Source: an optimization exercise on an open RTL-to-GDS flow (aim: small area and a short achievable clock period). Production flows keep margins and buffers that such runs may drop. Function was checked by simulation only, so behaviour that the tests miss may differ from the original. No activity file was given, so power comes from the tool's default toggle rates.

// convPoolLayer
module convPoolLayer (
    input  logic               clock,
    input  logic               rstN,
    input  logic               pixValid,
    input  cnnPkg::pixelT      pixData,
    input  logic               coefValid,
    input  cnnPkg::coefWriteT  coefWr,
    output logic               poolValid,
    output cnnPkg::poolSampleT poolOut
);
Settings: LEC_CHECK=0, CAP_MARGIN=20, CORE_MARGIN=2, CORE_UTILIZATION=65, CTS_CLUSTER_DIAMETER=80, CTS_CLUSTER_SIZE=20, SETUP_SLACK_MARGIN=4.0, SLEW_MARGIN=20, SYNTH_HIERARCHICAL=1; clock period 6.5 ns.
run.sh (not shown) runs the stock make flow with config.mk's settings and CLKGATE_MAP_FILE= SYNTH_SCRIPT=/design/flow/synth_recipe.tcl, a recipe that flattens the netlist after the stock synthesis.
Change:
--- a/flow/design.v
+++ b/flow/design.v
@@ -2489,21 +2489,19 @@
     logic signed [18:0] pairQ [2];
     logic signed [18:0] value;
     logic               greater;
     logic               takeOther;
     logic [3:0]         poolPos;
     assign value = conv;
     gtCompare uGreater (
-        .a      (value),
-        .b      (other),
-        .first  (!convRow[0] && !convCol[0]),
-        .first2 (convCol[0] || !convRow[0]),
-        .gt     (greater),
-        .gt2    (takeOther)
+        .a  (value),
+        .b  (other),
+        .gt (greater)
     );
+    assign takeOther = convValid && (convCol[0] || !convRow[0] || greater);
     always_ff @(posedge clock or negedge rstN) begin
         if (!rstN) begin
             convRow   <= '0;
             convCol   <= '0;
             poolValid <= 1'b0;
         end else begin
             poolValid <= convValid && convRow[0] && convCol[0];
@@ -2514,32 +2512,29 @@
                 end else begin
                     convCol <= convCol + 1'b1;
                 end
             end
         end
     end
     always_ff @(posedge clock) begin
-        if (convValid && takeOther) begin
+        if (takeOther) begin
             other <= convCol[0] ? pairQ[1] : value;
         end
         if (convValid && convCol[0]) begin
             pairQ[0] <= greater ? value : other;
             pairQ[1] <= pairQ[0];
         end
         poolPos <= {convRow[2:1], convCol[2:1]};
     end
     assign poolOut = {pairQ[0][18], pairQ[0], poolPos};
 endmodule
 module gtCompare (
     input  logic [18:0] a,
     input  logic [18:0] b,
-    input  logic        first,
-    input  logic        first2,
-    output logic        gt,
-    output logic        gt2
+    output logic        gt
 );
     logic g0_0;
     logic e0_0;
     logic g0_1;
     logic e0_1;
     logic g0_2;
     logic e0_2;
@@ -2611,14 +2606,16 @@
     logic e3_1;
     logic g3_2;
     logic e3_2;
     logic g4_0;
     logic e4_0;
     logic g4_1;
     logic e4_1;
+    logic g5_0;
+    logic e5_0;
     assign g0_0 = a[0] & ~b[0];
     assign e0_0 = ~(a[0] ^ b[0]);
     assign g0_1 = a[1] & ~b[1];
     assign e0_1 = ~(a[1] ^ b[1]);
     assign g0_2 = a[2] & ~b[2];
     assign e0_2 = ~(a[2] ^ b[2]);
     assign g0_3 = a[3] & ~b[3];
@@ -2672,25 +2669,16 @@
     gtNodeP uN3_0 (.gh(g2_1), .eh(e2_1), .gl(g2_0), .el(e2_0), .g(g3_0), .e(e3_0));
     gtNodeP uN3_1 (.gh(g2_3), .eh(e2_3), .gl(g2_2), .el(e2_2), .g(g3_1), .e(e3_1));
     assign g3_2 = ~g2_4;
     assign e3_2 = ~e2_4;
     gtNodeN uN4_0 (.gh(g3_1), .eh(e3_1), .gl(g3_0), .el(e3_0), .g(g4_0), .e(e4_0));
     assign g4_1 = ~g3_2;
     assign e4_1 = ~e3_2;
-    gtTopP uTop_gt (.gh(g4_1), .eh(e4_1), .gl(g4_0), .first(first), .gt(gt));
-    gtTopP uTop_gt2 (.gh(g4_1), .eh(e4_1), .gl(g4_0), .first(first2), .gt(gt2));
-endmodule
-module gtTopP (
-    input  logic gh,
-    input  logic eh,
-    input  logic gl,
-    input  logic first,
-    output logic gt
-);
-    assign gt = first | gh | (eh & gl);
+    gtNodeP uN5_0 (.gh(g4_1), .eh(e4_1), .gl(g4_0), .el(e4_0), .g(g5_0), .e(e5_0));
+    assign gt = ~g5_0;
 endmodule
 module gtNodeP (
     input  logic gh,
     input  logic eh,
     input  logic gl,
     input  logic el,
     output logic g,
After rerunning: Wire length is about the same; count of clock-buffer cells in the layout is lower by 5; cell area is about the same; clock power stays flat; cell count hardly moves; core utilization grows by 0.30 points; non-clock buffer count rises by 2; global-route usage is about the same; maximum frequency came out lower by 0.89%; via count falls by 0.35%; setup slack degrades by 22 ps; area after synthesis barely changes; die area is about the same; combinational power hardly moves.

[separate check: timing with driven ports]
No port has a modelled driver above. Below, the same layouts with a new extraction and two added sets of constraints. Step 1 assumes that a clkbuf_16 drives the clock port and a buf_2 every other input. Step 2 moves the port delays by t, midway between the first and last clock arrival at a register: inputs arrive t later, outputs are due t later. That takes back most of the time a late clock gives input paths. Three values: ideal ports, drivers, drivers and shift; two values: the first two.
| run | t (ns) | setup slack, ns | worst setup path after step 2 | worst data-port slew with drivers (ns) | cell pins on the clock port's net |
|---|---|---|---|---|---|
| the first run | 0.636 | 4.040 / 3.981 / 3.533 | input to register | 0.04 | 1 |
| the second run | 0.639 | 4.018 / 3.957 / 3.508 | input to register | 0.04 | 1 |
After both steps every run listed still meets setup and hold. The setup slack of the second run, which loses most, moves by -0.061 ns with the drivers and by -0.510 ns with both steps.
